This is an optimization exercise on Yosys and OpenROAD, whose aim is small area, not a production implementation. Only simulation tests tie the RTL to the original design; equivalence was not proved. No activity file was given, so power comes from the tool's default toggle rates.

== run a ==
Design job_distributor, start of the top module:
module job_distributor (
    input  logic             clk,
    input  logic             rst_n,
    input  logic [4*16-1:0]  fthread_config,
    input  logic             fthread_config_valid,
    input  logic [4*16-1:0]  job_config,
    input  logic             job_config_valid,
    input  logic [3:0]       job_queue_valid,
    input  logic [4*128-1:0] job_queue_data,
    output logic [3:0]       job_queue_ready,
    input  logic [57:0]      ws_base_addr,
    input  logic             ws_base_addr_valid,
    output logic [4*140-1:0] fthread_job,
    output logic [3:0]       fthread_job_valid,
    input  logic [3:0]       fthread_done
);
==> module job_distributor, before the edit <==
module job_distributor (
    input  logic             clk,
    input  logic             rst_n,
    input  logic [4*16-1:0]  fthread_config,
    input  logic             fthread_config_valid,
    input  logic [4*16-1:0]  job_config,
    input  logic             job_config_valid,
    input  logic [3:0]       job_queue_valid,
    input  logic [4*128-1:0] job_queue_data,
    output logic [3:0]       job_queue_ready,
    input  logic [57:0]      ws_base_addr,
    input  logic             ws_base_addr_valid,
    output logic [4*140-1:0] fthread_job,
    output logic [3:0]       fthread_job_valid,
    input  logic [3:0]       fthread_done
);
    localparam int A1 = 8;
    localparam int A2 = 15;
    localparam int A3 = 22;
    logic [3:0][15:0] fthread_opcode;
    logic [3:0][15:0] job_opcode;
    logic [57:0]      base_q;
    always_ff @(posedge clk) begin
        if (fthread_config_valid) fthread_opcode <= fthread_config;
        if (job_config_valid)     job_opcode     <= job_config;
        if (ws_base_addr_valid)   base_q         <= ws_base_addr;
    end
    logic [1:0] phase;
    logic [3:0] q_oh;
    logic       q_inc;
    logic       take;
    logic [3:0] busy;
    logic [3:0] pick_q;
    assign take = (phase == 2'd0) && |(job_queue_valid & q_oh);
    assign q_inc = (phase == 2'd0) ? !take : (phase == 2'd3);
    always_ff @(posedge clk) begin
        if (!rst_n) begin
            phase <= 2'd0;
            q_oh  <= 4'b0001;
        end else begin
            if (phase == 2'd0) begin
                if (take) phase <= 2'd1;
            end else begin
                phase <= phase + 2'd1;
            end
            if (q_inc) begin
                q_oh <= {q_oh[2:0], q_oh[3]};
            end
        end
    end
    logic [3:0]  avail;
    logic [3:0]  pick;
    logic [15:0] type_opcode;
    always_comb begin
        type_opcode = '0;
        for (int t = 0; t < 4; t++) begin
            type_opcode |= job_opcode[t] & {16{q_oh[t]}};
        end
    end
    always_comb begin
        for (int f = 0; f < 4; f++) begin
            avail[f] = (type_opcode == fthread_opcode[f]) && !busy[f];
        end
    end
    assign pick = avail & (~avail + 4'd1);
    always_ff @(posedge clk) begin
        if (phase == 2'd1) pick_q <= pick;
    end
    logic [3:0] job_set;
    assign job_set = (phase == 2'd2) ? pick_q : 4'd0;
    always_ff @(posedge clk) begin
        if (!rst_n) begin
            busy <= 4'd0;
        end else begin
            busy <= job_set | (busy & ~fthread_done);
        end
    end
    assign job_queue_ready = q_oh & {4{(phase == 2'd2) && (|pick_q)}};
    assign fthread_job_valid = (phase == 2'd3) ? pick_q : 4'd0;
    logic [127:0] sel_word;
    always_comb begin
        sel_word = '0;
        for (int k = 0; k < 4; k++) begin
            sel_word |= job_queue_data[k*128 +: 128] & {128{q_oh[k]}};
        end
    end
    logic [31:0] rd_ofs, wr_ofs;
    assign rd_ofs = sel_word[63:32];
    assign wr_ofs = sel_word[95:64];
    logic [7:0]  cmd_q;
    logic [15:0] param_q;
    always_ff @(posedge clk) begin
        cmd_q   <= sel_word[7:0];
        param_q <= sel_word[23:8];
    end
    logic [31:0] rd_lo, wr_lo;
    logic        rd_cout, wr_cout;
    addr_lo #(.A1(A1), .A2(A2), .A3(A3)) rd_lo_inst (
        .clk, .base(base_q[31:0]), .ofs(rd_ofs), .sum(rd_lo), .cout(rd_cout)
    );
    addr_lo #(.A1(A1), .A2(A2), .A3(A3)) wr_lo_inst (
        .clk, .base(base_q[31:0]), .ofs(wr_ofs), .sum(wr_lo), .cout(wr_cout)
    );
    logic [25:0] ones;
    logic [25:0] rd_hi, wr_hi;
    assign ones[0] = 1'b1;
    for (genvar k = 1; k < 26; k++) begin : g_ones
        assign ones[k] = ones[k-1] & base_q[32+k-1];
    end
    assign rd_hi = base_q[57:32] ^ (ones & {26{rd_cout}});
    assign wr_hi = base_q[57:32] ^ (ones & {26{wr_cout}});
    logic [139:0] job_line;
    assign job_line = {cmd_q, rd_hi, rd_lo, wr_hi, wr_lo, param_q};
    assign fthread_job = {4{job_line}};
endmodule
Settings: LEC_CHECK=0, CAP_MARGIN=20, CORE_AREA=5 5 185 185, DIE_AREA=0 0 190 190, SLEW_MARGIN=20; clock period 5.0 ns.
standard.sh (not shown) runs the stock make flow with config.mk's settings and CLKGATE_MAP_FILE= SYNTH_SCRIPT=/design/flow/synth_recipe.tcl, a recipe that flattens the netlist after the stock synthesis.
==> flow/flow/run.sh <==
#!/bin/bash
# The standard ORFS layout (standard.sh, standard synthesis unchanged)
# with these layout choices:
#  - every port still gets its own buffer, but the smallest one (buf_1);
#  - pins may sit one routing track apart, so a small die fits all ports;
set -euo pipefail
export BUFFER_PORTS_ARGS="-buffer_cell sky130_fd_sc_hd__buf_1"
export PLACE_PINS_ARGS="-min_distance 1 -min_distance_in_tracks"
export CTS_ARGS="-sink_clustering_enable -repair_clock_nets -dont_use_dummy_load -buf_list sky130_fd_sc_hd__clkbuf_4 -sink_clustering_size 8 -sink_clustering_max_diameter 40"
bash standard.sh > standard.log 2>&1
diff inputs: run a => run b
--- a/flow/design.v
+++ b/flow/design.v
@@ -76,13 +76,13 @@
     input  logic             ws_base_addr_valid,
     output logic [4*140-1:0] fthread_job,
     output logic [3:0]       fthread_job_valid,
     input  logic [3:0]       fthread_done
 );
-    localparam int A1 = 8;
-    localparam int A2 = 15;
-    localparam int A3 = 22;
+    localparam int A1 = 7;
+    localparam int A2 = 14;
+    localparam int A3 = 21;
     logic [3:0][15:0] fthread_opcode;
     logic [3:0][15:0] job_opcode;
     logic [57:0]      base_q;
     always_ff @(posedge clk) begin
         if (fthread_config_valid) fthread_opcode <= fthread_config;
Results
Run b and run a ended up with roughly the same layout buffer count excluding clock buffers. Run b and run a ended up with roughly the same met2 routed wirelength. The final wirelength reported for run b is smaller than that of run a by 2.2%. Of run b and run a, it is run b that has the higher non-filler instance count after layout. [compare] base=run a new=run b: synthesized cell count increased 0.89%, fraction of power consumed by sequential logic fell by 0.2 points, post-route clock period utilization climbed 3.9 points. Run b does worse than run a on cell area after layout. Between run b and run a, it is run b whose final HPWL from detailed placement is lower, by 2.3%.

static timing again, ports no longer ideal:
The flow's constraints put no driver on any port. The routed layouts listed below were extracted and timed again, unchanged, in two steps.
Step 1, drivers: a clkbuf_16 drives clk and a buf_2 each remaining input, both assumed.
Step 2 also shifts input and output timing later by t, the mid clock arrival at the registers, as if the neighbouring blocks saw the same clock.
Slacks: no drivers / after step 1 / after step 2; pairs: no drivers / after step 1.
| run | t (ns) | slack for setup (ns) | clock arrival spread, ns | cell pins on the clock port's net |
|---|---|---|---|---|
| run a | 0.681 | 0.786 / 0.742 / 0.400 | 0.096 / 0.097 | 1 |
| run b | 0.701 | 0.593 / 0.540 / 0.387 | 0.176 / 0.176 | 1 |
After both steps every run listed still meets setup and hold. The setup slack of run a, which loses most, moves by -0.044 ns with the drivers and by -0.386 ns with both steps.
